From an optimization exercise on the open Yosys and OpenROAD flow, aimed at small area; shortcuts taken in it are not production practice.
The RTL was checked by simulation tests, not by an equivalence proof against the original design.
No activity file was given, so power comes from the tool's default toggle rates.

File: design/flow/run.sh
#!/bin/bash
# synth_recipe.tcl (not shown) runs the flow's synth.tcl, then flattens the netlist and writes it again
# the make line also repeats each setting of config.mk as NAME=value (left out here)
make -C /OpenROAD-flow-scripts/flow DESIGN_CONFIG=/design/flow/config.mk WORK_HOME=/design/flow/orfs CLKGATE_MAP_FILE= SYNTH_SCRIPT=/design/flow/synth_recipe.tcl finish
File: design/flow/config.mk
export PLATFORM = sky130hd
export DESIGN_NAME = rram_ctrl_top
export DESIGN_NICKNAME = rram_ctrl_top
export VERILOG_FILES = /design/flow/design.v
export SDC_FILE = /design/flow/constraint.sdc
export NUM_CORES = 4
export LEC_CHECK = 0
export CAP_MARGIN = 20
export CORE_MARGIN = 2
export CORE_UTILIZATION = 60
export SLEW_MARGIN = 20
File: design/flow/design.v
`default_nettype none
package rram_isa_pkg;
    localparam int INSTR_W      = 4;
    localparam int OPCODE_W     = 16;
    localparam int INSTR_WORD_W = INSTR_W + OPCODE_W;    
    typedef enum logic [INSTR_W-1:0] {
        INSTR_STORE_RRAM      = 4'd4,
        INSTR_READ_RRAM       = 4'd5,
        INSTR_HAM_SEG_COMPUTE = 4'd7
    } instr_code_t;
    typedef struct packed {
        logic [2:0] burst;       
        logic [2:0] col_base;    
        logic [9:0] row_addr;
    } access_op_t;
    typedef struct packed {
        logic [6:0] rsvd;
        logic       rd_en;       
        logic       acc_clear;   
        logic [3:0] col_burst;   
        logic [2:0] row_seg;
    } compute_op_t;
    typedef union packed {
        access_op_t  access;
        compute_op_t compute;
    } opcode_u;
endpackage
`default_nettype wire
`default_nettype none
package xbar_pkg;
    typedef enum logic [2:0] {
        CMD_NOP,
        CMD_WRITE_WEIGHTS,
        CMD_PROGRAM,
        CMD_READ_CELL,
        CMD_READ_ADC_OUT,
        CMD_WRITE_INPUTS,
        CMD_COMPUTE,
        CMD_READ_PHD
    } xbar_cmd_t;
    localparam logic [2:0] DRV_REF     = 3'b100;
    localparam logic [2:0] DRV_READ_BL = 3'b001;
    localparam logic [2:0] DRV_FLOAT   = 3'b000;
    localparam int ADC_W       = 4;
    localparam int ADC_THERM_W = 15;
    localparam int PHD_ACC_W   = 16;
    localparam int DEF_NUM_WL       = 64;
    localparam int DEF_NUM_SL       = 64;
    localparam int DEF_NUM_ADC      = 4;
    localparam int DEF_DATA_W       = 16;
    localparam int DEF_WRITE_PULSES = 4;
endpackage
`default_nettype wire
`timescale 1ns/1ps
`default_nettype none
module rram_ctrl_top #(
    parameter int NUM_WL       = xbar_pkg::DEF_NUM_WL,
    parameter int NUM_SL       = xbar_pkg::DEF_NUM_SL,
    parameter int NUM_ADC      = xbar_pkg::DEF_NUM_ADC,
    parameter int DATA_W       = xbar_pkg::DEF_DATA_W,
    parameter int WRITE_PULSES = xbar_pkg::DEF_WRITE_PULSES
) (
    input  logic                                     CLK,
    input  logic                                     RESET_ACC,
    input  logic [rram_isa_pkg::INSTR_WORD_W-1:0]    instr_dout,    
    input  logic                                     instr_empty,
    output logic                                     instr_pop_n,
    input  logic [DATA_W-1:0]                        data_dout,     
    input  logic                                     data_empty,
    output logic                                     data_pop_n,
    input  logic                                     out_full,      
    output logic                                     out_push_n,
    output logic [DATA_W-1:0]                        out_din,
    output logic [NUM_WL-1:0]                        wl_sel,        
    output logic                                     wl_bias_sel,
    output logic [NUM_SL*3-1:0]                      bl_sel,
    output logic [NUM_SL*3-1:0]                      sl_sel,
    output logic [NUM_SL-1:0]                        sl_mux_sel,
    output logic [2:0]                               bl_bias_sel,
    output logic                                     sl_bias_sel,
    input  logic [NUM_ADC*xbar_pkg::ADC_THERM_W-1:0] adc_therm
);
    localparam logic [2:0] S_INIT    = 3'b000;
    localparam logic [2:0] S_IDLE    = 3'b001;
    localparam logic [2:0] S_LOAD    = 3'b010;
    localparam logic [2:0] S_STORE   = 3'b011;
    localparam logic [2:0] S_PHD     = 3'b100;
    localparam logic [2:0] S_RDOUT   = 3'b101;
    localparam logic [2:0] S_COMPUTE = 3'b110;
    localparam logic [2:0] S_RDCELL  = 3'b111;
    logic [2:0]  state;
    logic [6:0]  op;       
    logic [3:0]  cnt;      
    logic [2:0]  ptr;
    logic [2:0]  rem;
    logic [15:0] dq;       
    logic [63:0] bank_l, bank_h;
    logic [15:0] acc [4];
    logic [3:0]  code [4];
    logic [3:0] new_code;
    assign new_code = instr_dout[19:16];
    logic st_idle, st_store, st_load, st_rdcell, st_compute, st_rdout, st_phd;
    assign st_idle    = (state == S_IDLE);
    assign st_store   = (state == S_STORE);
    assign st_load    = (state == S_LOAD);
    assign st_rdcell  = (state == S_RDCELL);
    assign st_compute = (state == S_COMPUTE);
    assign st_rdout   = (state == S_RDOUT);
    assign st_phd     = (state == S_PHD);
    logic instr_pop, data_pop, out_push, prog, rc, last;
    assign instr_pop = st_idle && !instr_empty;
    assign data_pop  = ((st_store && !cnt[3]) || st_load) && !data_empty;
    assign out_push  = (st_rdout || st_phd) && !out_full;
    assign prog      = st_store && cnt[3];
    assign rc        = st_rdcell || st_compute;
    assign last      = (rem == 3'd0);
    assign instr_pop_n = !instr_pop;
    assign data_pop_n  = !data_pop;
    assign out_push_n  = !out_push;
    always_ff @(posedge CLK) begin
        if (RESET_ACC) begin
            state <= S_INIT;
        end else begin
            case (state)
                S_INIT: state <= S_IDLE;
                S_IDLE: begin
                    if (!instr_empty) begin
                        case (new_code)
                            4'd4:    state <= S_STORE;
                            4'd5:    state <= S_RDCELL;
                            4'd7:    state <= instr_dout[8] ? S_PHD : S_LOAD;
                            default: state <= S_IDLE;
                        endcase
                    end
                end
                S_STORE:   if (cnt == 4'd15 && last) state <= S_IDLE;
                S_RDCELL:  if (cnt == 4'd15) state <= S_RDOUT;
                S_RDOUT:   if (!out_full && last) state <= S_IDLE;
                S_LOAD:    if (!data_empty) state <= S_COMPUTE;
                S_COMPUTE: if (cnt == op[6:3]) state <= S_IDLE;
                S_PHD:     if (!out_full && last) state <= S_IDLE;
                default:   state <= S_IDLE;
            endcase
        end
    end
    always_ff @(posedge CLK) begin
        if (st_idle) begin
            cnt <= 4'd0;
            op  <= instr_dout[6:0];
            if (new_code == 4'd7) begin
                ptr <= 3'd0;
                rem <= 3'd3;
            end else begin
                ptr <= instr_dout[12:10];
                rem <= instr_dout[15:13];
            end
        end else begin
            if (st_store && !cnt[3]) begin
                if (!data_empty) cnt <= 4'd8;
            end else if (st_store || rc) begin
                cnt <= cnt + 4'd1;
            end
            if ((st_store && cnt == 4'd15) || out_push) begin
                ptr <= ptr + 3'd1;
                rem <= rem - 3'd1;
            end
        end
    end
    always_ff @(posedge CLK) begin
        if (data_pop) dq <= data_dout;
    end
    always_comb begin
        for (int a = 0; a < 4; a++) begin
            code[a] = 4'd0;
            for (int b = 0; b < 15; b++) code[a] = code[a] + 4'(adc_therm[15 * a + b]);
        end
    end
    logic [3:0] in_l, in_h;
    assign in_l = ({1'b0, cnt[3:2]} < ptr) ? code[2] : code[0];
    assign in_h = ({1'b1, cnt[3:2]} < ptr) ? code[3] : code[1];
    always_ff @(posedge CLK) begin
        if (st_rdcell) begin
            bank_l <= {in_l, bank_l[63:4]};
            bank_h <= {in_h, bank_h[63:4]};
        end
    end
    logic clear;
    assign clear = instr_pop && new_code == 4'd7 && instr_dout[7] && !instr_dout[8];
    always_ff @(posedge CLK) begin
        for (int a = 0; a < 4; a++) begin
            if (RESET_ACC || clear) acc[a] <= 16'd0;
            else if (st_compute)    acc[a] <= acc[a] + 16'(code[a]);
        end
    end
    always_comb begin
        if (st_rdout) out_din = ptr[2] ? bank_h[16 * ptr[1:0] +: 16] : bank_l[16 * ptr[1:0] +: 16];
        else          out_din = acc[ptr[1:0]];
    end
    logic rowsel;
    assign rowsel      = prog || st_rdcell;
    assign wl_bias_sel = prog;
    always_comb begin
        for (int k = 0; k < 64; k++) begin
            wl_sel[k] = (rowsel && op[5:0] == 6'(k))
                     || (st_compute && op[0] == k[5] && (dq[(k >> 1) & 15] ^ k[0]));
        end
    end
    logic [15:0] x;
    logic [3:0]  gsel;
    logic [15:0] rsel;
    assign x = dq ^ {16{cnt[2]}};    
    always_comb begin
        for (int g = 0; g < 4; g++) gsel[g] = prog && ptr[1:0] == 2'(g);
        for (int b = 0; b < 16; b++) rsel[b] = rc && cnt == 4'(b);
        for (int i = 0; i < 64; i++) begin
            bl_sel[3 * i + 2] = !(gsel[i / 16] || rsel[i % 16]);
            bl_sel[3 * i + 1] = gsel[i / 16] && !x[i % 16];
            bl_sel[3 * i + 0] = (gsel[i / 16] && x[i % 16]) || rsel[i % 16];
            sl_sel[3 * i + 2] = !(gsel[i / 16] || rsel[i % 16]);
            sl_sel[3 * i + 1] = gsel[i / 16] && x[i % 16];
            sl_sel[3 * i + 0] = gsel[i / 16] && !x[i % 16];
            sl_mux_sel[i]     = rsel[i % 16];
        end
    end
    assign bl_bias_sel = {3{prog}};
    assign sl_bias_sel = prog;
endmodule
`default_nettype wire
File: design/flow/constraint.sdc
create_clock -name core_clock -period 10.0 [get_ports {CLK}]
set_input_delay 2.0000 -clock core_clock [delete_from_list [all_inputs] [get_ports {CLK}]]
set_output_delay 2.0000 -clock core_clock [all_outputs]
set_load 0.01 [all_outputs]
==> impl_metrics.tcl, run 1 <==
set metrics [dict create \
    chipWidth_um 165 \
    yosysTopAreaCellShare_pct 30.3 \
    status "stopped before the end" \
    ys_types 63 \
    yosys.cell_count.top_type "nor2_1" \
    seq_area_frac_synth_pct 39.5 \
    synth-seq-cells 228 \
    synthCells 1626 \
    stop_error "[ERROR PPL-0024] Number of IO pins (637) exceeds maximum number of available positions (588). Increase the die perimeter from 659.84um to 866.32um." \
    synth_nets 1808 \
    synth_common_cells "nor2_1, buf_4, edfxtp_1, o21ai_0, inv_1" \
    syn_avg_cell_area_sq_um 9.56 \
    die_y_um 165 \
    synth_ff_type "edfxtp_1" \
    synth_enable_flop_cells 157 \
    initial_utilization_pct 61.4 \
    yosys.area.top_type "edfxtp_1" \
    yosysWarnings 3 \
    rows 58 \
    syn_area_sq_um 15500 \
    yosys-top-cells-area "edfxtp_1, dfxtp_1, buf_4" \
    stop_stage "I/O pin placement (3_2_place_iop)" \
    synth-async-reset-ratio_pct 0 \
]
logic make-up after synthesis:
logic type | Yosys count | synth area share (%)
adders and majority gates | 81 | 8.64
and+or+nand+nor | 486 | 14.3
DFF | 228 | 39.5
muxes | 55 | 6.15
AOI/OAI and AO/OA | 287 | 11.8
xor gates and xnor gates | 86 | 4.85
buffers and inverters | 403 | 14.8
==> run 2, diff against run 1 <==
--- a/design/flow/design.v
+++ b/design/flow/design.v
@@ -94,6 +94,6 @@
     logic [2:0]  ptr;
     logic [2:0]  rem;
+    logic [63:0] bank_l, bank_h;
     logic [15:0] dq;       
-    logic [63:0] bank_l, bank_h;
     logic [15:0] acc [4];
     logic [3:0]  code [4];
@@ -167,7 +167,4 @@
         end
     end
-    always_ff @(posedge CLK) begin
-        if (data_pop) dq <= data_dout;
-    end
     always_comb begin
         for (int a = 0; a < 4; a++) begin
@@ -183,17 +180,24 @@
             bank_l <= {in_l, bank_l[63:4]};
             bank_h <= {in_h, bank_h[63:4]};
-        end
-    end
+        end else if (data_pop) begin
+            bank_l[63:48] <= data_dout;
+        end
+    end
+    assign dq = bank_l[63:48];
     logic clear;
     assign clear = instr_pop && new_code == 4'd7 && instr_dout[7] && !instr_dout[8];
     always_ff @(posedge CLK) begin
         for (int a = 0; a < 4; a++) begin
-            if (RESET_ACC || clear) acc[a] <= 16'd0;
-            else if (st_compute)    acc[a] <= acc[a] + 16'(code[a]);
-        end
-    end
-    always_comb begin
-        if (st_rdout) out_din = ptr[2] ? bank_h[16 * ptr[1:0] +: 16] : bank_l[16 * ptr[1:0] +: 16];
-        else          out_din = acc[ptr[1:0]];
+            acc[a] <= (RESET_ACC || clear) ? 16'd0 : acc[a] + 16'(code[a] & {4{st_compute}});
+        end
+    end
+    always_comb begin
+        out_din = 16'd0;
+        for (int w = 0; w < 4; w++) begin
+            out_din = out_din
+                    | ({16{state[0] && !ptr[2] && ptr[1:0] == 2'(w)}} & bank_l[16 * w +: 16])
+                    | ({16{state[0] &&  ptr[2] && ptr[1:0] == 2'(w)}} & bank_h[16 * w +: 16])
+                    | ({16{!state[0] && ptr[1:0] == 2'(w)}} & acc[w]);
+        end
     end
     logic rowsel;
==> design/flow/flow/run.sh (new file) <==
#!/bin/bash
set -euo pipefail
export BUFFER_PORTS_ARGS="-buffer_cell sky130_fd_sc_hd__buf_1"
bash standard.sh > standard_flow.log 2>&1
==> design/flow/standard.sh (new file) <==
#!/bin/bash
# synth_recipe.tcl (not shown) runs the flow's synth.tcl, then flattens the netlist and writes it again
# the make line also repeats each setting of config.mk as NAME=value (left out here)
make -C /OpenROAD-flow-scripts/flow DESIGN_CONFIG=/design/flow/config.mk WORK_HOME=/design/flow/orfs CLKGATE_MAP_FILE= SYNTH_SCRIPT=/design/flow/synth_recipe.tcl "${@:-finish}"
--- a/design/flow/config.mk
+++ b/design/flow/config.mk
@@ -7,5 +7,6 @@
 export LEC_CHECK = 0
 export CAP_MARGIN = 20
-export CORE_MARGIN = 2
-export CORE_UTILIZATION = 60
+export CORE_AREA = 2 2 318 80
+export DIE_AREA = 0 0 320 82
+export PLACE_DENSITY = 0.7
 export SLEW_MARGIN = 20
removed: design/flow/run.sh
==> run 2 against run 1 <==
Compared with the run above:
- now clean on timing, DRC and antenna
- synthesized cell count up 5.8%
- synthesized area down 3.4%
==> impl_metrics.tcl, run 2 <==
set metrics [dict create \
    p_per_area_nw_per_um2 152 \
    detail-route-antenna-nets 0 \
    crit_path_start "state[1]" \
    cts_tree "yes" \
    gp_congestion 1.16 \
    hold_class "flip-flop to flip-flop" \
    cts.htree.levels 1 \
    die_y_um 82 \
    area_delta_synth_final_pct 11.5 \
    chipWidth_um 320 \
    final_cells 2446 \
    synth-seq-cells 212 \
    cts_root_buf "clkbuf_16" \
    via_per_inst 6.81 \
    nets 2280 \
    final_common_cell "buf_1" \
    cp_max_fo 48 \
    grtUsageMet1_pct 66.7 \
    power_mw 2.54 \
    io_buffer_count 635 \
    cp_num_buf_inv 1 \
    max_slew_margin_pct 7.14 \
    vdd_drop_max_uv 101 \
    synth_enable_flop_cells 141 \
    yosys.area.top_type "edfxtp_1" \
    place_ws_ns 2.81 \
    setup_viol 0 \
    clk_latency_ns 0.54 \
    n_fill_cell 1882 \
    grt_pass1_wl_um 101000 \
    first_global_vias 14100 \
    cts_buffer_depth 3 \
    yosys.cell_count.top_type "nor2_1" \
    grt_util_met3_pct 38.2 \
    first_iter_violations 3638 \
    dpl.cell_count 2409 \
    multi_input_area_sq_um 7070 \
    synth_ff_type "edfxtp_1" \
    dp_hpwl_um 58500 \
    criticalPathCategory "flip-flop to primary output" \
    cts_hold_buf 0 \
    max_slew.worst_pin.slew_ns 1.38 \
    fin_crit_ns 6.72 \
    rsz0062_at_grt "no" \
    dr.pass1.iters 12 \
    status "finished clean" \
    synth-async-reset-ratio_pct 0 \
    ys_types 69 \
    synth_nets 1900 \
    rows 28 \
    seq_area_frac_synth_pct 37.7 \
    ff_latch_area_sq_um 5660 \
    wire_per_inst_um 31.6 \
    vias 16700 \
    crit_required_ns 8.00 \
    layout-drive-gt1-share_pct 3.60 \
    max_stage_delay_ns 0.94 \
    endpoint_kind "primary output" \
    top_usage_layer "met2" \
    grt_max_degree 92 \
    top_regs "acc x64, bank_h x64, bank_l x64" \
    path_delay_family "simple AND/OR/NAND/NOR gates" \
    yosysTopAreaCellShare_pct 28.2 \
    cts.clk_slew.worst_paths_ns 0.09 \
    yosys-top-cells-area "edfxtp_1, dfxtp_1, buf_4" \
    fmax_mhz 149 \
    syn_avg_cell_area_sq_um 8.73 \
    clkSinkCount 212 \
    setup_slack_ns 3.28 \
    slew_violations 0 \
    antenna_found_initial 5 \
    drc 0 \
    boundaryPins 637 \
    cts.repair.resized 0 \
    synthCells 1720 \
    worstPathCellList "nand2_1 > nor3b_4 > nand2_2 > nor2_1 > buf_1" \
    yosysWarnings 3 \
    setup_tns_ns 0 \
    syn_area_sq_um 15000 \
    cts_buffers 17 \
    leakagePower_nw 6.17 \
    postCtsSetupRepairBufs 0 \
    hold_viol 0 \
    r2r_start "state[1]" \
    slowest_stage "nor3b_4" \
    maxCapViolCount 0 \
    period_share_pct 67.2 \
    fp.coreArea_sq_um 24000 \
    die_area_sq_um 26200 \
    drt-total-wl_um 77200 \
    critPathArrivalTime_ns 4.72 \
    cp-start-kind "flip-flop" \
    skew_ns 0.0156 \
    holdCritStartpoint "bank_h[36]" \
    grt_use_total_pct 55.8 \
    synth_common_cells "nor2_1, buf_4, edfxtp_1, o21ai_0, inv_1" \
    grt_overflow 0 \
    final_cell_mix "buf_1, nor2_1, edfxtp_1, o21ai_0, inv_1" \
    initial_utilization_pct 62.5 \
    grt_use_met2_pct 75.7 \
]
-- run 2: cell types whose count changed after synthesis, sizes merged, moves of 12 or more --
cell,delta
o211ai,-18
o21ai,+12
a21oi,+35
o31ai,+12
edfxtp,-16
or3,+26
a22oi,+44
nand2,+13
nor2,-13
buf,+19
mux4,-32
a221oi,+16
xnor2,-27
mux2i,-15
-- run 2: path summary, 6_finish.rpt --
kind | end | slack, ns | cells after the start
max | sl_sel[138] | 3.28 | 5
min | bank_h[32] | 0.45 | 0
max reg2reg | acc[1][15] | 6.05 | 7
min reg2reg | bank_h[32] | 0.45 | 0
-- run 2: where the power goes --
| group | switching, mW | internal [mW] |
|---|---|---|
| logic | 0.516 | 0.265 |
| registers | 0.0490 | 0.958 |
| clock network | 0.378 | 0.371 |
-- run 2: through the flow --
stage          hold WS [ns]  util, %  instance area, sq um
5_1_grt               0.458     69.6                 16700
4_1_cts               0.449     69.5                 16700
6_report              0.446     69.7                 16700
3_3_place_gp          0.422     67.2                 16100
3_5_place_dp          0.433     67.2                 16100
2_1_floorplan         0.418        -                 15000
-- run 2: routing by layer --
| layer | wire length, um | vias up | share of wire (%) |
|---|---|---|---|
| met1 | 26600 | 7828 | 35 |
| met5 | 759 | - | 0.98 |
| met3 | 16200 | 452 | 21 |
| met4 | 4260 | 20 | 5.5 |
| met2 | 29400 | 1780 | 38 |
| li1 | - | 6573 | - |
-- run 2: final cells by class --
type                            count  share of cell area (%)
Clock buffer                       19                    2.59
Inverter                          120                    2.71
Sequential cell                   212                    33.8
Tap cell                          330                    2.47
Antenna cell                        5                  0.0747
Timing Repair Buffer              659                    15.4
Multi-Input combinational cell   1090                    42.2
Clock inverter                     11                   0.710
-- run 2: cell families (layout without fill, tap and decap cells) --
family / Yosys count / after routing / share of synthesized area, %
buf+inv: 418 / 809 / 15.5
mux: 9 / 9 / 0.642
flops: 212 / 212 / 37.7
compound gates: 414 / 414 / 17.7
other cells: 0 / 5 / 0
xor+xnor: 56 / 56 / 3.27
fa+ha+maj: 79 / 79 / 8.78
simple gates: 532 / 532 / 16.5
-- run 2: worst register-to-register path: stages (launching register included) --
cell and delay (ns):
dfxtp_1 0.91, nand3b_2 0.74, nor2_1 0.47, ha_1 0.29
a21o_1 0.21, a211oi_1 0.87, or4_1 0.24, a21oi_1 0.08
==> run 3, diff against run 2 <==
--- a/design/flow/design.v
+++ b/design/flow/design.v
@@ -139,5 +139,5 @@
                 S_LOAD:    if (!data_empty) state <= S_COMPUTE;
                 S_COMPUTE: if (cnt == op[6:3]) state <= S_IDLE;
-                S_PHD:     if (!out_full && last) state <= S_IDLE;
+                S_PHD:     if (!out_full && cnt[1:0] == 2'd3) state <= S_IDLE;
                 default:   state <= S_IDLE;
             endcase
@@ -148,18 +148,13 @@
             cnt <= 4'd0;
             op  <= instr_dout[6:0];
-            if (new_code == 4'd7) begin
-                ptr <= 3'd0;
-                rem <= 3'd3;
-            end else begin
-                ptr <= instr_dout[12:10];
-                rem <= instr_dout[15:13];
-            end
+            ptr <= instr_dout[12:10];
+            rem <= instr_dout[15:13];
         end else begin
             if (st_store && !cnt[3]) begin
                 if (!data_empty) cnt <= 4'd8;
-            end else if (st_store || rc) begin
+            end else if (st_store || rc || (st_phd && !out_full)) begin
                 cnt <= cnt + 4'd1;
             end
-            if ((st_store && cnt == 4'd15) || out_push) begin
+            if ((st_store && cnt == 4'd15) || (st_rdout && !out_full)) begin
                 ptr <= ptr + 3'd1;
                 rem <= rem - 3'd1;
@@ -167,8 +162,24 @@
         end
     end
+    function automatic logic [1:0] fa(input logic x, input logic y, input logic z);
+        fa = {(x & y) | (x & z) | (y & z), x ^ y ^ z};
+    endfunction
     always_comb begin
         for (int a = 0; a < 4; a++) begin
-            code[a] = 4'd0;
-            for (int b = 0; b < 15; b++) code[a] = code[a] + 4'(adc_therm[15 * a + b]);
+            logic [14:0] t;
+            logic [1:0]  f0, f1, f2, f3, f4, g0, g1, h0, h1, h2, k0;
+            t  = adc_therm[15 * a +: 15];
+            f0 = fa(t[0], t[1], t[2]);
+            f1 = fa(t[3], t[4], t[5]);
+            f2 = fa(t[6], t[7], t[8]);
+            f3 = fa(t[9], t[10], t[11]);
+            f4 = fa(t[12], t[13], t[14]);
+            g0 = fa(f0[0], f1[0], f2[0]);
+            g1 = fa(f3[0], f4[0], g0[0]);              
+            h0 = fa(f0[1], f1[1], f2[1]);
+            h1 = fa(f3[1], f4[1], g0[1]);
+            h2 = fa(g1[1], h0[0], h1[0]);              
+            k0 = fa(h0[1], h1[1], h2[1]);              
+            code[a] = {k0, h2[0], g1[0]};
         end
     end
@@ -187,7 +198,25 @@
     logic clear;
     assign clear = instr_pop && new_code == 4'd7 && instr_dout[7] && !instr_dout[8];
-    always_ff @(posedge CLK) begin
+    logic [15:0] acc_sum [4];
+    always_comb begin
         for (int a = 0; a < 4; a++) begin
-            acc[a] <= (RESET_ACC || clear) ? 16'd0 : acc[a] + 16'(code[a] & {4{st_compute}});
+            logic [3:0] add;
+            logic       c;
+            add = code[a] & {4{st_compute}};
+            c   = 1'b0;
+            for (int b = 0; b < 16; b++) begin
+                if (b < 4) begin
+                    acc_sum[a][b] = acc[a][b] ^ add[b] ^ c;
+                    c = (acc[a][b] & add[b]) | (acc[a][b] & c) | (add[b] & c);
+                end else begin
+                    acc_sum[a][b] = acc[a][b] ^ c;
+                    c = acc[a][b] & c;
+                end
+            end
+        end
+    end
+    always_ff @(posedge CLK) begin
+        for (int a = 0; a < 4; a++) begin
+            acc[a] <= (RESET_ACC || clear) ? 16'd0 : acc_sum[a];
         end
     end
@@ -198,5 +227,5 @@
                     | ({16{state[0] && !ptr[2] && ptr[1:0] == 2'(w)}} & bank_l[16 * w +: 16])
                     | ({16{state[0] &&  ptr[2] && ptr[1:0] == 2'(w)}} & bank_h[16 * w +: 16])
-                    | ({16{!state[0] && ptr[1:0] == 2'(w)}} & acc[w]);
+                    | ({16{!state[0] && cnt[1:0] == 2'(w)}} & acc[w]);
         end
     end
==> design/flow/flow/run.sh (replaced) <==
#!/bin/bash
set -euo pipefail
export BUFFER_PORTS_ARGS="-buffer_cell sky130_fd_sc_hd__buf_1"
export CTS_ARGS="-sink_clustering_enable -repair_clock_nets -dont_use_dummy_load -buf_list sky130_fd_sc_hd__clkbuf_8 -root_buf sky130_fd_sc_hd__clkbuf_8 -sink_clustering_size 14 -sink_clustering_max_diameter 60"
bash standard.sh > standard_flow.log 2>&1
--- a/design/flow/config.mk
+++ b/design/flow/config.mk
@@ -7,6 +7,6 @@
 export LEC_CHECK = 0
 export CAP_MARGIN = 20
-export CORE_AREA = 2 2 318 80
-export DIE_AREA = 0 0 320 82
-export PLACE_DENSITY = 0.7
+export CORE_AREA = 50 50 210 180
+export DIE_AREA = 0 0 260 230
+export PLACE_DENSITY = 0.8
 export SLEW_MARGIN = 20
==> run 3 against run 2 <==
Compared with the run above:
- global-route usage decreased by 29 points
- largest cell class unchanged
- die area increased by 130%
- cell count decreased by 11%
- still clean
- first-iteration DRC count decreased by 36%
- critical endpoint is now acc[0][15]
- critical path depth increased by 19
- core utilization increased by 6.8 points
- largest power group unchanged
- power decreased by 29%
- sequential power decreased by 5%
- synthesized area decreased by 4.7%
- clock power decreased by 41%
- sequential share of layout area increased by 2.5 points
==> impl_metrics.tcl, run 3 <==
set metrics [dict create \
    first_global_vias 12800 \
    grt_pass1_wl_um 119000 \
    ys_types 55 \
    worstPathCellList "buf_1 > fa_1 > inv_1 > fa_1 > inv_1 > fa_1 > fa_1 > and3_1 > fa_1 > fa_1 > fa_1 > ha_1 > ha_1 > ha_1 > ha_1 > ha_1 > ha_1 > ha_1 > ha_1 > ha_1 > ha_1 > ha_1 > xor2_1 > and2_1" \
    slew_violations 0 \
    synth-async-reset-ratio_pct 0 \
    max_slew_margin_pct 21.2 \
    synth_enable_flop_cells 141 \
    dr.pass1.iters 9 \
    io_buffer_count 635 \
    leakagePower_nw 6.09 \
    setup_viol 0 \
    cts_buffer_depth 3 \
    vdd_drop_max_uv 85.7 \
    cts_tree "yes" \
    synth_common_cells "nor2_1, buf_4, edfxtp_1, nand2_1, o21ai_0" \
    setup_tns_ns 0 \
    worstSetupPathDepth 24 \
    endpoint_kind "flip-flop" \
    rsz0062_at_grt "no" \
    area_delta_synth_final_pct 8.97 \
    nets 2120 \
    hold_viol 0 \
    n_fill_cell 1516 \
    die_area_sq_um 59800 \
    synth_ff_type "edfxtp_1" \
    skew_ns 0.0561 \
    max_stage_delay_ns 0.53 \
    final_cells 2187 \
    min_path_cells 0 \
    dp_hpwl_um 79400 \
    hold_class "flip-flop to flip-flop" \
    grt_use_total_pct 26.4 \
    maxCapViolCount 0 \
    synthCells 1531 \
    yosys.cell_count.top_type "nor2_1" \
    critPathArrivalTime_ns 7.90 \
    cpMostUsedCell "ha_1" \
    cts_hold_buf 0 \
    cp_num_buf_inv 3 \
    p_sw_uw 541 \
    place_ws_ns 2.01 \
    p_seq_share_pct 53.3 \
    antenna_found_initial 48 \
    vias 13800 \
    first_iter_violations 2312 \
    power_frac_comb_pct 22.1 \
    synth-seq-cells 212 \
    clk_latency_ns 0.53 \
    grt_max_degree 79 \
    boundaryPins 637 \
    criticalPathCategory "input pin to flip-flop" \
    slowest_stage "fa_1" \
    postPlaceCellArea_sq_um 15300 \
    yosys.area.top_type "edfxtp_1" \
    yosysTopAreaCellShare_pct 29.6 \
    chipWidth_um 260 \
    wire_per_inst_um 42.0 \
    cts.htree.levels 1 \
    fmax_mhz 134 \
    final_cell_mix "buf_1, nor2_1, edfxtp_1, nand2_1, o21ai_0" \
    cts.clk_slew.worst_paths_ns 0.09 \
    final_common_cell "buf_1" \
    cp_max_fo 2 \
    postCtsSetupRepairBufs 0 \
    synth_nets 1747 \
    setup_slack_ns 2.54 \
    initial_utilization_pct 70.2 \
    r2r_cells 20 \
    cts_buffers 19 \
    cp-start-kind "input pin" \
    yosys-top-cells-area "edfxtp_1, dfxtp_1, buf_4" \
    top_regs "acc x64, bank_h x64, bank_l x64" \
    clockPowerShare_pct 24.6 \
    max_slew.worst_pin.slew_ns 1.17 \
    gp_congestion 0.969 \
    seq_area_frac_synth_pct 39.5 \
    grt_overflow 0 \
    die_y_um 230 \
    dpl.cell_count 2152 \
    swShare_pct 30.0 \
    layout-drive-gt1-share_pct 3.10 \
    cts_root_buf "clkbuf_8" \
    drt-total-wl_um 91900 \
    final_cell_area_sq_um 15600 \
    path_delay_family "adder cells" \
    yosysWarnings 4 \
    drc 0 \
    period_share_pct 74.6 \
    timing.hold.ws_ns 0.410 \
    syn_area_sq_um 14300 \
    rows 47 \
    clkSinkCount 212 \
    via_per_inst 6.31 \
    cts.repair.resized 0 \
    p_int_mw 1.26 \
    p_per_area_nw_per_um2 116 \
    fin_crit_ns 7.46 \
    detail-route-antenna-nets 0 \
    crit_required_ns 10.43 \
    status "finished clean" \
    syn_avg_cell_area_sq_um 9.35 \
    fp.coreArea_sq_um 20400 \
]
run 3: cell count changes after synthesis, moves of 11 or more:
cell      delta
o21ai_0     -40
mux2_2      +13
a211oi_1    -12
ha_1        +24
a21oi_1     -44
inv_1       -28
nor2_1      -21
a21o_1      -12
nand2_1     -18
o31ai_1     -12
buf_2       -11
fa_1        +12
and2_1      +57
or3_1       -38
run 3: area by class of cell:
type | count | area, sq um | area share, %
well taps | 269 | 337 | 2.16
diodes | 16 | 40.0 | 0.257
multi-input cells | 933 | 6500 | 41.6
clock buffers | 19 | 262 | 1.68
flip-flops and latches | 212 | 5660 | 36.3
repair buffers | 645 | 2460 | 15.8
inverters | 93 | 352 | 2.25
run 3: logic make-up after synthesis:
group           share of synthesized area, %
simple gates                            15.2
compound gates                          12.4
mux                                     1.97
buf+inv                                 15.2
xor+xnor                                2.69
fa+ha+maj                               13.0
flops                                   39.5
run 3: worst paths after layout:
| check | slack (ns) | endpoint | start |
|---|---|---|---|
| worst max-delay path | 2.54 | acc[0][15] | adc_therm[0] |
| worst min-delay path | 0.41 | bank_h[43] | bank_h[47] |
| worst max register to register | 4.80 | acc[3][15] | state[0] |
| worst min register to register | 0.41 | bank_h[43] | bank_h[47] |
run 3: per-layer routing:
layer  wire length (um)  track usage, %  vias to the layer above
met5                434               0                        -
met4               3100            7.22                       68
met3              19300            21.6                      251
met2              42300            42.9                     1259
met1              26600            24.6                     6481
li1                   -               -                     5734
run 3: power groups by stage:
stage | sequential (mW) | combinational, mW | clock [mW]
after floorplan | 0.968 | 0.258 | 0
after global placement | 0.980 | 0.378 | 0
after detailed placement | 0.981 | 0.389 | 0
after CTS | 0.961 | 0.391 | 0.439
after global routing | 0.963 | 0.431 | 0.473
final | 0.962 | 0.399 | 0.443
run 3: worst register-to-register path, stage by stage (launching register included):
cell     delay [ns]
dfxtp_1        0.52
nor2b_1        0.26
nand2_1        0.46
nor2_1         0.10
ha_1           0.22
fa_1           0.41
fa_1           0.40
fa_1           0.43
ha_1           0.20
ha_1           0.19
ha_1           0.18
ha_1           0.18
ha_1           0.18
ha_1           0.18
ha_1           0.18
ha_1           0.19
ha_1           0.19
ha_1           0.19
ha_1           0.19
xor2_1         0.13
and2_1         0.15
run 3: per-stage QoR:
step	utilization, %	power [mW]
4_1_cts	76.2	1.79
3_3_place_gp	74.9	1.36
2_1_floorplan	-	1.23
3_5_place_dp	74.9	1.37
5_1_grt	76.4	1.87
6_report	76.5	1.80
==> run 4, diff against run 3 <==
--- a/design/flow/config.mk
+++ b/design/flow/config.mk
@@ -7,6 +7,6 @@
 export LEC_CHECK = 0
 export CAP_MARGIN = 20
-export CORE_AREA = 50 50 210 180
-export DIE_AREA = 0 0 260 230
-export PLACE_DENSITY = 0.8
+export CORE_AREA = 50 50 230 200
+export DIE_AREA = 0 0 280 250
+export PLACE_DENSITY = 0.65
 export SLEW_MARGIN = 20
==> run 4 against run 3 <==
Compared with the run above:
- clock power about the same
- synthesized cell count unchanged
- die area increased by 17%
- critical path depth unchanged
==> impl_metrics.tcl, run 4 <==
set metrics [dict create \
    initial_utilization_pct 54.2 \
    fmax_mhz 134 \
    cts_root_buf "clkbuf_8" \
    max_stage_delay_ns 0.53 \
    cts_hold_buf 0 \
    postCtsSetupRepairBufs 0 \
    p_per_area_nw_per_um2 114 \
    rsz0062_at_grt "no" \
    p_int_mw 1.26 \
    yosys.cell_count.top_type "nor2_1" \
    p_sw_uw 531 \
    synthCells 1531 \
    r2r_start "state[1]" \
    yosys-top-cells-area "edfxtp_1, dfxtp_1, buf_4" \
    holdCritStartpoint "bank_l[24]" \
    syn_avg_cell_area_sq_um 9.35 \
    first_iter_violations 1477 \
    hold_viol 0 \
    skew_ns 0.0460 \
    clk_latency_ns 0.52 \
    crit_required_ns 10.42 \
    final_cell_mix "buf_1, nor2_1, edfxtp_1, nand2_1, o21ai_0" \
    setup_viol 0 \
    io_buffer_count 635 \
    min_path_cells 0 \
    postPlaceCellArea_sq_um 15400 \
    max_slew.worst_pin.slew_ns 1.14 \
    gp_congestion 1.00 \
    syn_area_sq_um 14300 \
    grt_use_total_pct 22.5 \
    cts.clk_slew.worst_paths_ns 0.10 \
    rows 54 \
    dr.pass1.iters 7 \
    grt_util_met3_pct 18.6 \
    power_frac_comb_pct 21.8 \
    detail-route-antenna-nets 0 \
    grt_max_degree 75 \
    cts.htree.levels 1 \
    cp-start-kind "input pin" \
    setup_slack_ns 2.55 \
    ys_types 55 \
    cts_buffers 19 \
    slowest_stage "fa_1" \
    synth_enable_flop_cells 141 \
    p_seq_share_pct 53.6 \
    timing.hold.ws_ns 0.443 \
    setup_tns_ns 0 \
    nets 2124 \
    leakagePower_nw 6.11 \
    worstPathCellList "buf_1 > fa_1 > inv_1 > fa_1 > inv_1 > fa_1 > fa_1 > and3_1 > fa_1 > fa_1 > fa_1 > ha_1 > ha_1 > ha_1 > ha_1 > ha_1 > ha_1 > ha_1 > ha_1 > ha_1 > ha_1 > ha_1 > xor2_1 > and2_1" \
    holdPathEnd "bank_l[20]" \
    grt_overflow 0 \
    drt-total-wl_um 90800 \
    endpoint_kind "flip-flop" \
    status "finished clean" \
    cts_buffer_depth 3 \
    r2r_setup_slack_ns 4.84 \
    seq_area_frac_synth_pct 39.5 \
    area_delta_synth_final_pct 9.90 \
    slew_violations 0 \
    yosysWarnings 4 \
    dpl.cell_count 2251 \
    die_y_um 250 \
    top_usage_layer "met2" \
    critPathArrivalTime_ns 7.87 \
    synth_ff_type "edfxtp_1" \
    cp_max_fo 2 \
    boundaryPins 637 \
    grtUsageMet1_pct 22.0 \
    place_ws_ns 2.00 \
    final_cell_area_sq_um 15700 \
    synth-seq-cells 212 \
    drc 0 \
    vias 13400 \
    period_share_pct 74.5 \
    fp.coreArea_sq_um 26400 \
    max_slew_margin_pct 23.4 \
    chipWidth_um 280 \
    top_regs "acc x64, bank_h x64, bank_l x64" \
    via_per_inst 5.88 \
    maxCapViolCount 0 \
    wire_per_inst_um 39.8 \
    final_common_cell "buf_1" \
    synth-async-reset-ratio_pct 0 \
    cpMostUsedCell "ha_1" \
    grt_pass1_wl_um 119000 \
    final_cells 2280 \
    cts.repair.resized 0 \
    grt_use_met2_pct 36.2 \
    yosys.area.top_type "edfxtp_1" \
    r2r-end "acc[3][15]" \
    vdd_drop_max_uv 74.1 \
    criticalPathCategory "input pin to flip-flop" \
    yosysTopAreaCellShare_pct 29.6 \
    first_global_vias 12700 \
    synth_common_cells "nor2_1, buf_4, edfxtp_1, nand2_1, o21ai_0" \
    clkSinkCount 212 \
    swShare_pct 29.7 \
    layout-drive-gt1-share_pct 3.31 \
    die_area_sq_um 70000 \
    synth_nets 1747 \
    r2r_cells 20 \
    antenna_found_initial 47 \
    clockPowerShare_pct 24.7 \
    hold_class "flip-flop to flip-flop" \
    dp_hpwl_um 78700 \
    fin_crit_ns 7.45 \
    cts_tree "yes" \
]
## run 4: power groups by stage
stage	registers, mW	logic (mW)	clock network [mW]
after floorplan	0.968	0.258	0
after global placement	0.979	0.383	0
after detailed placement	0.980	0.388	0
after CTS	0.959	0.390	0.451
after global routing	0.962	0.430	0.481
final	0.960	0.390	0.442
## run 4: worst max-delay path by stage
| stage | slack (ns) | depth (start not counted) | to | start |
|---|---|---|---|---|
| after floorplan | 2.46 | 23 | acc[3][15] | adc_therm[45] |
| after global placement | 2.07 | 24 | acc[3][15] | adc_therm[45] |
| after detailed placement | 2.00 | 24 | acc[3][15] | adc_therm[45] |
| after CTS | 2.54 | 24 | acc[3][15] | adc_therm[45] |
| after global routing | 2.25 | 24 | acc[3][15] | adc_therm[45] |
| final | 2.55 | 24 | acc[3][15] | adc_therm[45] |
## run 4: metrics by stage
| step | utilization (%) | total power [mW] |
|---|---|---|
| after global routing | 59.5 | 1.87 |
| after detailed placement | 58.5 | 1.37 |
| after CTS | 59.5 | 1.80 |
| after floorplan | - | 1.23 |
| final | 59.6 | 1.79 |
| after global placement | 58.4 | 1.36 |
## run 4: logic make-up after synthesis
group / after synthesis / synth area share (%)
multiplexers: 26 / 1.97
flip-flops: 212 / 39.5
XOR/XNOR: 44 / 2.69
buffers and inverters: 386 / 15.2
AO/OA/AOI/OAI: 270 / 12.4
adder cells (fa/ha/maj): 115 / 13.0
AND/OR/NAND/NOR: 478 / 15.2
## run 4: critical path, delay by kind of cell
kind / cells / cell delay (ns)
XOR/XNOR: 1 / 0.14
adder cells (fa/ha/maj): 18 / 5.16
AND/OR/NAND/NOR: 2 / 0.36
buffers and inverters: 3 / 0.21
## run 4: routing by layer
metal	routed length, um	vias up
met2	41800	896
met1	29800	6481
li1	-	5755
met5	469	-
met3	16800	199
met4	1990	74
## run 4: area by class of cell
type	count	area [sq um]
antenna	10	25.0
fill	2412	10700
tap	364	455
timing repair buffer	649	2490
multi-input combinational	933	6500
inverter	93	352
clock buffer	19	262
sequential	212	5660
==> run 5, diff against run 4 <==
--- a/design/flow/design.v
+++ b/design/flow/design.v
@@ -163,5 +163,5 @@
     end
     function automatic logic [1:0] fa(input logic x, input logic y, input logic z);
-        fa = {(x & y) | (x & z) | (y & z), x ^ y ^ z};
+        fa = 2'(x) + 2'(y) + 2'(z);
     endfunction
     always_comb begin
@@ -249,8 +249,8 @@
             bl_sel[3 * i + 2] = !(gsel[i / 16] || rsel[i % 16]);
             bl_sel[3 * i + 1] = gsel[i / 16] && !x[i % 16];
-            bl_sel[3 * i + 0] = (gsel[i / 16] && x[i % 16]) || rsel[i % 16];
-            sl_sel[3 * i + 2] = !(gsel[i / 16] || rsel[i % 16]);
+            bl_sel[3 * i + 0] = !(bl_sel[3 * i + 2] || bl_sel[3 * i + 1]);
+            sl_sel[3 * i + 2] = bl_sel[3 * i + 2];
             sl_sel[3 * i + 1] = gsel[i / 16] && x[i % 16];
-            sl_sel[3 * i + 0] = gsel[i / 16] && !x[i % 16];
+            sl_sel[3 * i + 0] = bl_sel[3 * i + 1];
             sl_mux_sel[i]     = rsel[i % 16];
         end
==> design/flow/flow/run.sh (replaced) <==
#!/bin/bash
# The standard layout (standard.sh) with three changes:
#  - synthesis is the standard one except that ABC maps the logic with an
#    area-oriented script (area.abc, used as the ORFS abc_area.script of a
#    copy of the ORFS scripts, with ABC_AREA=1); the registers come out the
#    same as in the standard synthesis
#  - each port is buffered by the smallest buffer, sky130_fd_sc_hd__buf_1,
#    instead of the one buffer_ports picks itself
#  - clock tree built from clkbuf_4 buffers, each driving a cluster of up to
#    10 registers, without dummy loads
set -euo pipefail
export BUFFER_PORTS_ARGS="-buffer_cell sky130_fd_sc_hd__buf_1"
export CTS_ARGS="-sink_clustering_enable -repair_clock_nets -dont_use_dummy_load -buf_list sky130_fd_sc_hd__clkbuf_4 -root_buf sky130_fd_sc_hd__clkbuf_4 -sink_clustering_size 10 -sink_clustering_max_diameter 50"
W=$PWD
rm -rf "$W/scripts_area"
cp -r "$FLOW_HOME/scripts" "$W/scripts_area"
cp "$W/flow/area.abc" "$W/scripts_area/abc_area.script"
bash standard.sh SCRIPTS_DIR="$W/scripts_area" ABC_AREA=1 synth > standard_synth.log 2>&1
bash standard.sh > standard_flow.log 2>&1
==> design/flow/flow/area.abc (new file) <==
strash
dc2
&get -n
&st
&dch
&nf -R 1000
&st
&dch
&nf -R 1000
&put
dnsize
==> run 5 against run 4 <==
Compared with the run above:
- global-route usage increased by 0.60 points
- core utilization decreased by 2.1 points
- synthesized area decreased by 7.1%
- power increased by 36%
- fmax decreased by 0.67%
- via count decreased by 2.5%
- clock skew decreased by 0.012 ns
- critical path type unchanged
- highest routed layer unchanged
==> impl_metrics.tcl, run 5 <==
set metrics [dict create \
    grt_use_total_pct 23.1 \
    first_global_vias 12300 \
    initial_utilization_pct 50.3 \
    cp_num_buf_inv 3 \
    crit_path_start "adc_therm[15]" \
    die_area_sq_um 70000 \
    top_layer "met5" \
    fmax_mhz 133 \
    gp_congestion 1.06 \
    multi_input_area_sq_um 6130 \
    slew_violations 0 \
    worstPathCellList "buf_1 > fa_1 > clkinv_1 > fa_1 > clkinv_1 > fa_1 > fa_1 > and2_0 > fa_1 > fa_1 > fa_1 > ha_1 > ha_1 > ha_1 > ha_1 > ha_1 > ha_1 > ha_1 > ha_1 > ha_1 > ha_1 > ha_1 > xor2_1 > and2_0" \
    dp_hpwl_um 82300 \
    r2r_setup_slack_ns 4.88 \
    hold_class "flip-flop to flip-flop" \
    seq_area_frac_synth_pct 42.5 \
    die_y_um 250 \
    grt_overflow 0 \
    slowest_stage "fa_1" \
    cpMostUsedCell "ha_1" \
    clk_latency_ns 0.67 \
    path_delay_family "adder cells" \
    status "finished clean" \
    grt_max_degree 81 \
    p_per_area_nw_per_um2 160 \
    chipWidth_um 280 \
    yosys.area.top_type "edfxtp_1" \
    synth_enable_flop_cells 141 \
    setup_tns_ns 0 \
    top_regs "acc x64, bank_h x64, bank_l x64" \
    synth_nets 1552 \
    m1WireLength_um 31700 \
    r2r-end "acc[1][15]" \
    layout-drive-gt1-share_pct 2.56 \
    max_slew_margin_pct 21.5 \
    cts_buffers 25 \
    vdd_drop_max_uv 74.3 \
    synth_common_cells "nor2_1, buf_4, edfxtp_1, and2_0, dfxtp_1" \
    yosys.cell_count.top_type "nor2_1" \
    drt-total-wl_um 93800 \
    synthCells 1336 \
    vias 13100 \
    cts.clk_slew.worst_paths_ns 0.11 \
    first_iter_violations 1645 \
    min_path_cells 0 \
    r2r_start "state[0]" \
    r2r_cells 20 \
    grt_pass1_wl_um 121000 \
    setup_slack_ns 2.50 \
    postCtsSetupRepairBufs 0 \
    detail-route-antenna-nets 0 \
    max_slew.worst_pin.slew_ns 1.18 \
    cp-start-kind "input pin" \
    place_ws_ns 1.80 \
    cts_hold_buf 0 \
    critPathArrivalTime_ns 8.04 \
    drc 0 \
    yosysTopAreaCellShare_pct 31.8 \
    route.met2.wl_um 41900 \
    rsz0062_at_grt "no" \
    via_per_inst 5.88 \
    dr_wl_met3_um 17700 \
    boundaryPins 637 \
    rows 54 \
    worstSetupPathDepth 24 \
    yosys-top-cells-area "edfxtp_1, dfxtp_1, buf_4" \
    final_cell_mix "buf_1, nor2_1, edfxtp_1, and2_0, dfxtp_1" \
    synth_ff_type "edfxtp_1" \
    syn_avg_cell_area_sq_um 9.95 \
    synth-seq-cells 212 \
    cts_buffer_depth 3 \
    final_common_cell "buf_1" \
    antenna_found_initial 58 \
    nets 2052 \
    hold_viol 0 \
    clkSinkCount 212 \
    criticalPathCategory "input pin to flip-flop" \
    dr.pass1.iters 10 \
    cts.repair.resized 0 \
    syn_area_sq_um 13300 \
    fin_crit_ns 7.50 \
    endpoint_kind "flip-flop" \
    fp.coreArea_sq_um 26400 \
    ff_latch_area_sq_um 5660 \
    wire_per_inst_um 42.3 \
    fin_util_pct 57.5 \
    cp_max_fo 2 \
    ys_types 37 \
    cts.htree.levels 1 \
    setup_viol 0 \
    cp-endpoint "acc[1][15]" \
    skew_ns 0.0345 \
    maxCapViolCount 0 \
    crit_required_ns 10.54 \
    synth-async-reset-ratio_pct 0 \
    area_delta_synth_final_pct 14.2 \
    max_stage_delay_ns 0.54 \
    io_buffer_count 635 \
    n_fill_cell 2471 \
    leakagePower_nw 5.74 \
    yosysWarnings 4 \
    cts_tree "yes" \
    period_share_pct 75.0 \
    cts_root_buf "clkbuf_4" \
]
run 5: per-stage QoR:
| stage | cells | power (mW) | hold WS [ns] | instance area, sq um |
|---|---|---|---|---|
| after floorplan | 1336 | 1.64 | 0.421 | 13300 |
| after global placement | 2173 | 2.04 | 0.426 | 14900 |
| after detailed placement | 2173 | 2.05 | 0.431 | 14900 |
| after CTS | 2198 | 2.43 | 0.421 | 15100 |
| after global routing | 2216 | 2.56 | 0.462 | 15200 |
| final | 2220 | 2.43 | 0.438 | 15200 |
run 5: area by class of cell:
cell class | count | share of cell area [%]
Inverter | 49 | 1.23
Clock buffer | 25 | 1.24
Antenna cell | 22 | 0.362
Timing Repair Buffer | 653 | 16.6
Multi-Input combinational cell | 895 | 40.3
Sequential cell | 212 | 37.2
Tap cell | 364 | 3.00
run 5: worst min-delay path by stage:
stage,start,to,slack (ns)
after floorplan,bank_h[23],bank_h[19],0.42
after global placement,bank_h[49],bank_h[45],0.43
after detailed placement,bank_h[23],bank_h[19],0.43
after CTS,bank_l[44],bank_l[40],0.42
after global routing,bank_h[49],bank_h[45],0.46
final,bank_l[44],bank_l[40],0.44
run 5: kinds of logic after synthesis:
| family | after synthesis | share of synthesized area [%] |
|---|---|---|
| AND/OR/NAND/NOR | 564 | 18.8 |
| flip-flops | 212 | 42.5 |
| buffers and inverters | 229 | 11.5 |
| XOR/XNOR | 44 | 2.90 |
| AO/OA/AOI/OAI | 168 | 9.95 |
| multiplexers | 4 | 0.320 |
| adder cells (fa/ha/maj) | 115 | 14.0 |
run 5: routing by layer:
metal	vias to the layer above	GRT usage, %
li1	5491	-
met1	6272	23.6
met2	1013	36.2
met3	216	18.5
met4	72	4.73
met5	-	0
run 5: report_power, final:
part	internal, mW	switching, mW	total (mW)
combinational	0.288	0.627	0.915
sequential	1.02	0.110	1.13
clock	0.115	0.276	0.391
total	1.42	1.01	2.43
run 5: worst reg2reg max path, cell delays in order (launching register included):
cell and delay [ns]:
dfxtp_1 0.74, nor3b_1 0.12, buf_4 0.20, and2_0 0.18, ha_1 0.20, fa_1 0.38, fa_1 0.42, fa_1 0.38
ha_1 0.19, ha_1 0.20, ha_1 0.20, ha_1 0.20, ha_1 0.19, ha_1 0.19, ha_1 0.19, ha_1 0.18
ha_1 0.19, ha_1 0.18, ha_1 0.18, xor2_1 0.14, and2_0 0.14
==> run 6, diff against run 5 <==
--- a/design/flow/design.v
+++ b/design/flow/design.v
@@ -233,8 +233,18 @@
     assign rowsel      = prog || st_rdcell;
     assign wl_bias_sel = prog;
+    logic [7:0] row_hi, row_lo;
+    logic [1:0] seg_on;
+    always_comb begin
+        for (int j = 0; j < 8; j++) begin
+            row_hi[j] = rowsel && op[5:3] == 3'(j);
+            row_lo[j] = op[2:0] == 3'(j);
+        end
+        seg_on[0] = st_compute && !op[0];
+        seg_on[1] = st_compute && op[0];
+    end
     always_comb begin
         for (int k = 0; k < 64; k++) begin
-            wl_sel[k] = (rowsel && op[5:0] == 6'(k))
-                     || (st_compute && op[0] == k[5] && (dq[(k >> 1) & 15] ^ k[0]));
+            wl_sel[k] = (row_hi[k / 8] && row_lo[k % 8])
+                     || (seg_on[k / 32] && (dq[(k >> 1) & 15] ^ k[0]));
         end
     end
==> run 6 against run 5 <==
Compared with the run above:
- flip-flop and latch count unchanged
- largest cell class unchanged
- still clean on timing, DRC and antenna
- clock skew increased by 0.013 ns
- fmax increased by 0.28%
- synthesized cell count increased by 1.0%
- first-iteration DRC count increased by 18%
- synthesized area decreased by 0.40%
- sequential share of layout area about the same
- cell count increased by 0.63%
- core utilization about the same
- critical path depth unchanged
- design area about the same
==> impl_metrics.tcl, run 6 <==
set metrics [dict create \
    hold_viol 0 \
    first_iter_violations 1941 \
    grt_max_degree 71 \
    nets 2075 \
    grt_overflow 0 \
    final_cell_mix "buf_1, nor2_1, edfxtp_1, and2_0, nand2_1" \
    fmax_mhz 134 \
    rsz0062_at_grt "no" \
    grt_util_met3_pct 19.2 \
    drt-total-wl_um 95800 \
    yosys.cell_count.top_type "nor2_1" \
    cts_root_buf "clkbuf_4" \
    maxCapViolCount 0 \
    vdd_drop_max_uv 82.2 \
    initial_utilization_pct 50.1 \
    first_global_vias 12600 \
    cts.repair.resized 0 \
    power_mw 2.50 \
    slew_violations 0 \
    area_delta_synth_final_pct 14.6 \
    boundaryPins 637 \
    fin_util_pct 57.5 \
    grt_use_total_pct 23.6 \
    antenna_found_initial 54 \
    endpoint_kind "flip-flop" \
    gp_congestion 1.04 \
    crit_required_ns 10.56 \
    skew_ns 0.0478 \
    via_per_inst 6.01 \
    max_slew.worst_pin.slew_ns 1.26 \
    synth_common_cells "nor2_1, buf_4, edfxtp_1, and2_0, nand2_1" \
    wire_per_inst_um 42.9 \
    r2r_setup_slack_ns 4.91 \
    postPlaceCellArea_sq_um 15000 \
    critPathArrivalTime_ns 8.04 \
    grt_use_met2_pct 36.5 \
    cts_buffers 26 \
    final_common_cell "buf_1" \
    top_regs "acc x64, bank_h x64, bank_l x64" \
    grtUsageMet1_pct 24.1 \
    syn_avg_cell_area_sq_um 9.81 \
    p_seq_share_pct 46.7 \
    status "finished clean" \
    fin_crit_ns 7.48 \
    fp.coreArea_sq_um 26400 \
    r2r_start "state[0]" \
    top_usage_layer "met2" \
    setup_viol 0 \
    swShare_pct 42.1 \
    synth-async-reset-ratio_pct 0 \
    chipWidth_um 280 \
    yosysTopAreaCellShare_pct 32.0 \
    p_per_area_nw_per_um2 164 \
    grt_pass1_wl_um 123000 \
    dr.pass1.iters 8 \
    period_share_pct 74.8 \
    io_buffer_count 635 \
    p_int_mw 1.45 \
    synth_nets 1566 \
    seq_area_frac_synth_pct 42.7 \
    yosys.area.top_type "edfxtp_1" \
    cp_max_fo 2 \
    synthCells 1350 \
    detail-route-antenna-nets 0 \
    criticalPathCategory "input pin to flip-flop" \
    synth_ff_type "edfxtp_1" \
    crit_path_start "adc_therm[30]" \
    leakagePower_nw 5.69 \
    vias 13400 \
    clkSinkCount 212 \
    cts_hold_buf 0 \
    cts.clk_slew.worst_paths_ns 0.11 \
    cp-start-kind "input pin" \
    rows 54 \
    layout-drive-gt1-share_pct 3.07 \
    final_cell_area_sq_um 15200 \
    hold_class "flip-flop to flip-flop" \
    cts_tree "yes" \
    synth_enable_flop_cells 141 \
    setup_tns_ns 0 \
    syn_area_sq_um 13200 \
    cts_buffer_depth 3 \
    p_sw_mw 1.05 \
    ys_types 40 \
    die_y_um 250 \
    dp_hpwl_um 83700 \
    clk_latency_ns 0.66 \
    holdCritStartpoint "bank_h[56]" \
    clockPowerShare_pct 15.9 \
    max_slew_margin_pct 16.2 \
    yosysWarnings 4 \
    postCtsSetupRepairBufs 0 \
    drc 0 \
    cts.htree.levels 1 \
    power_frac_comb_pct 37.4 \
    yosys-top-cells-area "edfxtp_1, dfxtp_1, buf_4" \
    die_area_sq_um 70000 \
    synth-seq-cells 212 \
]
[run 6: stage by stage]
stage	setup WS [ns]	cells	hold WS, ns
after floorplan	2.28	1350	0.421
after global placement	1.86	2195	0.425
after detailed placement	1.83	2195	0.435
after CTS	2.52	2221	0.447
after global routing	2.25	2232	0.449
final	2.52	2234	0.437
[run 6: logic make-up (layout without fill, tap and decap cells)]
kind of cell	count (synthesis)	count (layout)	synth area share, %
fa+ha+maj	115	115	14.0
mux	4	4	0.321
compound gates	169	169	9.11
buf+inv	231	738	11.6
flops	212	212	42.7
other cells	0	13	0
xor+xnor	43	43	2.84
simple gates	576	576	19.4
[run 6: power by group through the flow]
stage | sequential [mW] | clock (mW) | combinational, mW
5_1_grt | 1.17 | 0.433 | 1.02
4_1_cts | 1.16 | 0.400 | 0.935
2_1_floorplan | 1.12 | 0 | 0.540
3_3_place_gp | 1.17 | 0 | 0.917
3_5_place_dp | 1.18 | 0 | 0.932
6_report | 1.17 | 0.397 | 0.934
[run 6: final timing paths]
kind,end,cells past startpoint
worst min register to register,bank_h[52],0
worst min-delay path,bank_h[52],0
worst max register to register,acc[1][15],19
worst max-delay path,acc[2][15],24
[run 6: worst max-delay path, stage by stage]
cell and delay [ns]:
buf_1 0.12, fa_1 0.55, clkinv_1 0.08, fa_1 0.54, clkinv_1 0.08, fa_1 0.42, fa_1 0.52, and2_0 0.18
fa_1 0.42, fa_1 0.40, fa_1 0.42, ha_1 0.20, ha_1 0.18, ha_1 0.18, ha_1 0.18, ha_1 0.18
ha_1 0.18, ha_1 0.19, ha_1 0.18, ha_1 0.19, ha_1 0.18, ha_1 0.19, xor2_1 0.14, and2_0 0.15
[run 6: final cells by class]
type / count / area, sq um
fill: 2457 / 11200
multi-input combinational: 907 / 6070
sequential: 212 / 5660
timing repair buffer: 661 / 2580
tap: 364 / 455
clock buffer: 26 / 195
inverter: 51 / 194
antenna: 13 / 32.5
[run 6: metal layers]
layer / vias up / routed length [um]
li1: 5537 / -
met1: 6452 / 31700
met2: 1118 / 42000
met3: 236 / 19100
met4: 82 / 2500
met5: - / 493
==> run 7, diff against run 6 <==
--- a/design/flow/flow/run.sh
+++ b/design/flow/flow/run.sh
@@ -7,9 +7,9 @@
 #  - each port is buffered by the smallest buffer, sky130_fd_sc_hd__buf_1,
 #    instead of the one buffer_ports picks itself
-#  - clock tree built from clkbuf_4 buffers, each driving a cluster of up to
-#    10 registers, without dummy loads
+#  - clock tree built from clkbuf_8 buffers, each driving a cluster of up to
+#    14 registers, without dummy loads
 set -euo pipefail
 export BUFFER_PORTS_ARGS="-buffer_cell sky130_fd_sc_hd__buf_1"
-export CTS_ARGS="-sink_clustering_enable -repair_clock_nets -dont_use_dummy_load -buf_list sky130_fd_sc_hd__clkbuf_4 -root_buf sky130_fd_sc_hd__clkbuf_4 -sink_clustering_size 10 -sink_clustering_max_diameter 50"
+export CTS_ARGS="-sink_clustering_enable -repair_clock_nets -dont_use_dummy_load -buf_list sky130_fd_sc_hd__clkbuf_8 -root_buf sky130_fd_sc_hd__clkbuf_8 -sink_clustering_size 14 -sink_clustering_max_diameter 60"
 W=$PWD
 rm -rf "$W/scripts_area"
==> run 7 against run 6 <==
Compared with the run above:
- register-to-register slack is essentially flat
- non-clock buffer count is the same
- critical path depth is the same
- cell count shrank 0.36%
- first-iteration DRC count shrank 3.8%
- global-route usage is the same
- wire length is essentially flat
- synthesized area is the same
- clock skew shrank 0.029 ns
==> impl_metrics.tcl, run 7 <==
set metrics [dict create \
    drc 0 \
    postCtsSetupRepairBufs 0 \
    max_slew.worst_pin.slew_ns 1.24 \
    max_stage_delay_ns 0.55 \
    crit_required_ns 10.41 \
    endpoint_kind "flip-flop" \
    maxCapViolCount 0 \
    cpMostUsedCell "ha_1" \
    dr.pass1.iters 8 \
    initial_utilization_pct 50.1 \
    synth_enable_flop_cells 141 \
    clk_latency_ns 0.53 \
    cts_root_buf "clkbuf_8" \
    rows 54 \
    synth-seq-cells 212 \
    top_regs "acc x64, bank_h x64, bank_l x64" \
    hold_class "flip-flop to flip-flop" \
    cts_buffer_depth 3 \
    via_per_inst 5.97 \
    fmax_mhz 131 \
    period_share_pct 76.4 \
    power_mw 2.55 \
    yosys.cell_count.top_type "nor2_1" \
    postPlaceCellArea_sq_um 15000 \
    rsz0062_at_grt "no" \
    fin_util_pct 57.7 \
    cts_buffers 19 \
    gp_congestion 1.04 \
    cp_max_fo 2 \
    status "finished clean" \
    slew_violations 0 \
    synth_common_cells "nor2_1, buf_4, edfxtp_1, and2_0, nand2_1" \
    drt-total-wl_um 95700 \
    layout-drive-gt1-share_pct 2.70 \
    cts.repair.resized 0 \
    first_global_vias 12500 \
    yosysWarnings 4 \
    boundaryPins 637 \
    criticalPathCategory "input pin to flip-flop" \
    cts.htree.levels 1 \
    synth_nets 1566 \
    chipWidth_um 280 \
    leakagePower_nw 5.70 \
    final_common_cell "buf_1" \
    synth_ff_type "edfxtp_1" \
    final_cell_mix "buf_1, nor2_1, edfxtp_1, and2_0, nand2_1" \
    grt_use_total_pct 23.6 \
    critPathArrivalTime_ns 8.05 \
    vdd_drop_max_uv 90.9 \
    synthCells 1350 \
    slowest_stage "fa_1" \
    final_cell_area_sq_um 15200 \
    yosys.area.top_type "edfxtp_1" \
    yosys-top-cells-area "edfxtp_1, dfxtp_1, buf_4" \
    max_slew_margin_pct 17.2 \
    syn_avg_cell_area_sq_um 9.81 \
    clkSinkCount 212 \
    wire_per_inst_um 43.0 \
    first_iter_violations 1867 \
    grt_max_degree 71 \
    worstPathCellList "buf_1 > fa_1 > clkinv_1 > fa_1 > clkinv_1 > fa_1 > fa_1 > and2_0 > fa_1 > fa_1 > fa_1 > ha_1 > ha_1 > ha_1 > ha_1 > ha_1 > ha_1 > ha_1 > ha_1 > ha_1 > ha_1 > ha_1 > xor2_1 > and2_0" \
    cts.clk_slew.worst_paths_ns 0.09 \
    antenna_found_initial 53 \
    p_per_area_nw_per_um2 167 \
    setup_tns_ns 0 \
    r2r_setup_slack_ns 4.90 \
    detail-route-antenna-nets 0 \
    yosysTopAreaCellShare_pct 32.0 \
    ys_types 40 \
    die_area_sq_um 70000 \
    nets 2068 \
    vias 13300 \
    seq_area_frac_synth_pct 42.7 \
    grt_pass1_wl_um 123000 \
    setup_viol 0 \
    hold_viol 0 \
    dp_hpwl_um 83700 \
    cts_hold_buf 0 \
    grt_overflow 0 \
    fp.coreArea_sq_um 26400 \
    cp-start-kind "input pin" \
    fin_crit_ns 7.64 \
    syn_area_sq_um 13200 \
    io_buffer_count 635 \
    area_delta_synth_final_pct 15.1 \
    skew_ns 0.0192 \
    die_y_um 250 \
    cts_tree "yes" \
    synth-async-reset-ratio_pct 0 \
]
run 7: cell counts after synthesis:
No cell type changed its count.
run 7: path summary, 6_finish.rpt:
| path | to | start | depth (start not counted) |
|---|---|---|---|
| setup / recovery | acc[2][15] | adc_therm[30] | 24 |
| hold / removal | bank_l[5] | bank_l[9] | 0 |
| setup reg to reg | acc[1][15] | state[0] | 19 |
| hold reg to reg | bank_l[5] | bank_l[9] | 0 |
run 7: power breakdown:
part / switching (mW) / total (mW) / internal, mW
clock: 0.281 / 0.452 / 0.171
combinational: 0.636 / 0.932 / 0.296
sequential: 0.136 / 1.17 / 1.03
run 7: worst max-delay path, delay by kind of cell:
| kind | cells | cell delay [ns] |
|---|---|---|
| xor gates and xnor gates | 1 | 0.13 |
| adders and majority gates | 18 | 5.32 |
| buffers and inverters | 3 | 0.28 |
| and+or+nand+nor | 2 | 0.33 |
run 7: area by class of cell:
class	count	area [sq um]
Inverter	51	194
Antenna cell	12	30.0
Sequential cell	212	5660
Multi-Input combinational cell	907	6070
Fill cell	2437	11200
Tap cell	364	455
Clock buffer	19	262
Timing Repair Buffer	661	2580
run 7: through the flow:
| step | cells | setup WS, ns | hold WS [ns] |
|---|---|---|---|
| final | 2226 | 2.36 | 0.454 |
| after global routing | 2224 | 2.09 | 0.465 |
| after CTS | 2214 | 2.37 | 0.454 |
| after detailed placement | 2195 | 1.83 | 0.435 |
| after global placement | 2195 | 1.86 | 0.425 |
| after floorplan | 1350 | 2.28 | 0.421 |
run 7: cell families after synthesis:
| group | count (synthesis) | share of synthesized area [%] |
|---|---|---|
| muxes | 4 | 0.321 |
| AOI/OAI and AO/OA | 169 | 9.11 |
| adders and majority gates | 115 | 14.0 |
| buffers and inverters | 231 | 11.6 |
| and+or+nand+nor | 576 | 19.4 |
| DFF | 212 | 42.7 |
| xor gates and xnor gates | 43 | 2.84 |
run 7: routing by layer:
layer  GRT usage (%)  vias to the layer above  wire length, um
li1                -                     5511                -
met1            23.8                     6399            31400
met2            36.4                     1079            42000
met3            19.6                      225            19400
met4            5.44                       82             2470
met5               0                        -              493

-- static timing again, ports no longer ideal --
In the flow no input, the clock included, has a driving cell. The finished layouts below were timed again as built, in two steps. Step 1: set_driving_cell puts a clkbuf_16 on CLK and a buf_2 on each other input, an assumption about the parent block. Step 2 times the ports against the registers' clock, not the clock port: input delays grow and output delays shrink by t, the midpoint of the rising clock arrivals with the driver on. Slacks: ideal / step 1 / step 2; pairs: ideal / step 1.
| run | shift t [ns] | slack for setup (ns) | latest minus earliest clock arrival (ns) |
|---|---|---|---|
| run 2 | 0.585 | 3.278 / 3.223 / 2.725 | 0.016 / 0.016 |
| run 3 | 0.556 | 2.537 / 2.536 / 1.980 | 0.057 / 0.056 |
| run 4 | 0.544 | 2.549 / 2.560 / 2.016 | 0.048 / 0.048 |
| run 5 | 0.694 | 2.499 / 2.489 / 1.795 | 0.036 / 0.035 |
| run 6 | 0.679 | 2.520 / 2.503 / 1.824 | 0.048 / 0.048 |
| run 7 | 0.557 | 2.362 / 2.350 / 1.793 | 0.020 / 0.020 |
After both steps setup and hold are still met in every run listed. For run 5, which loses most, drivers alone change the setup slack by -0.010 ns; drivers and shift together by -0.704 ns.
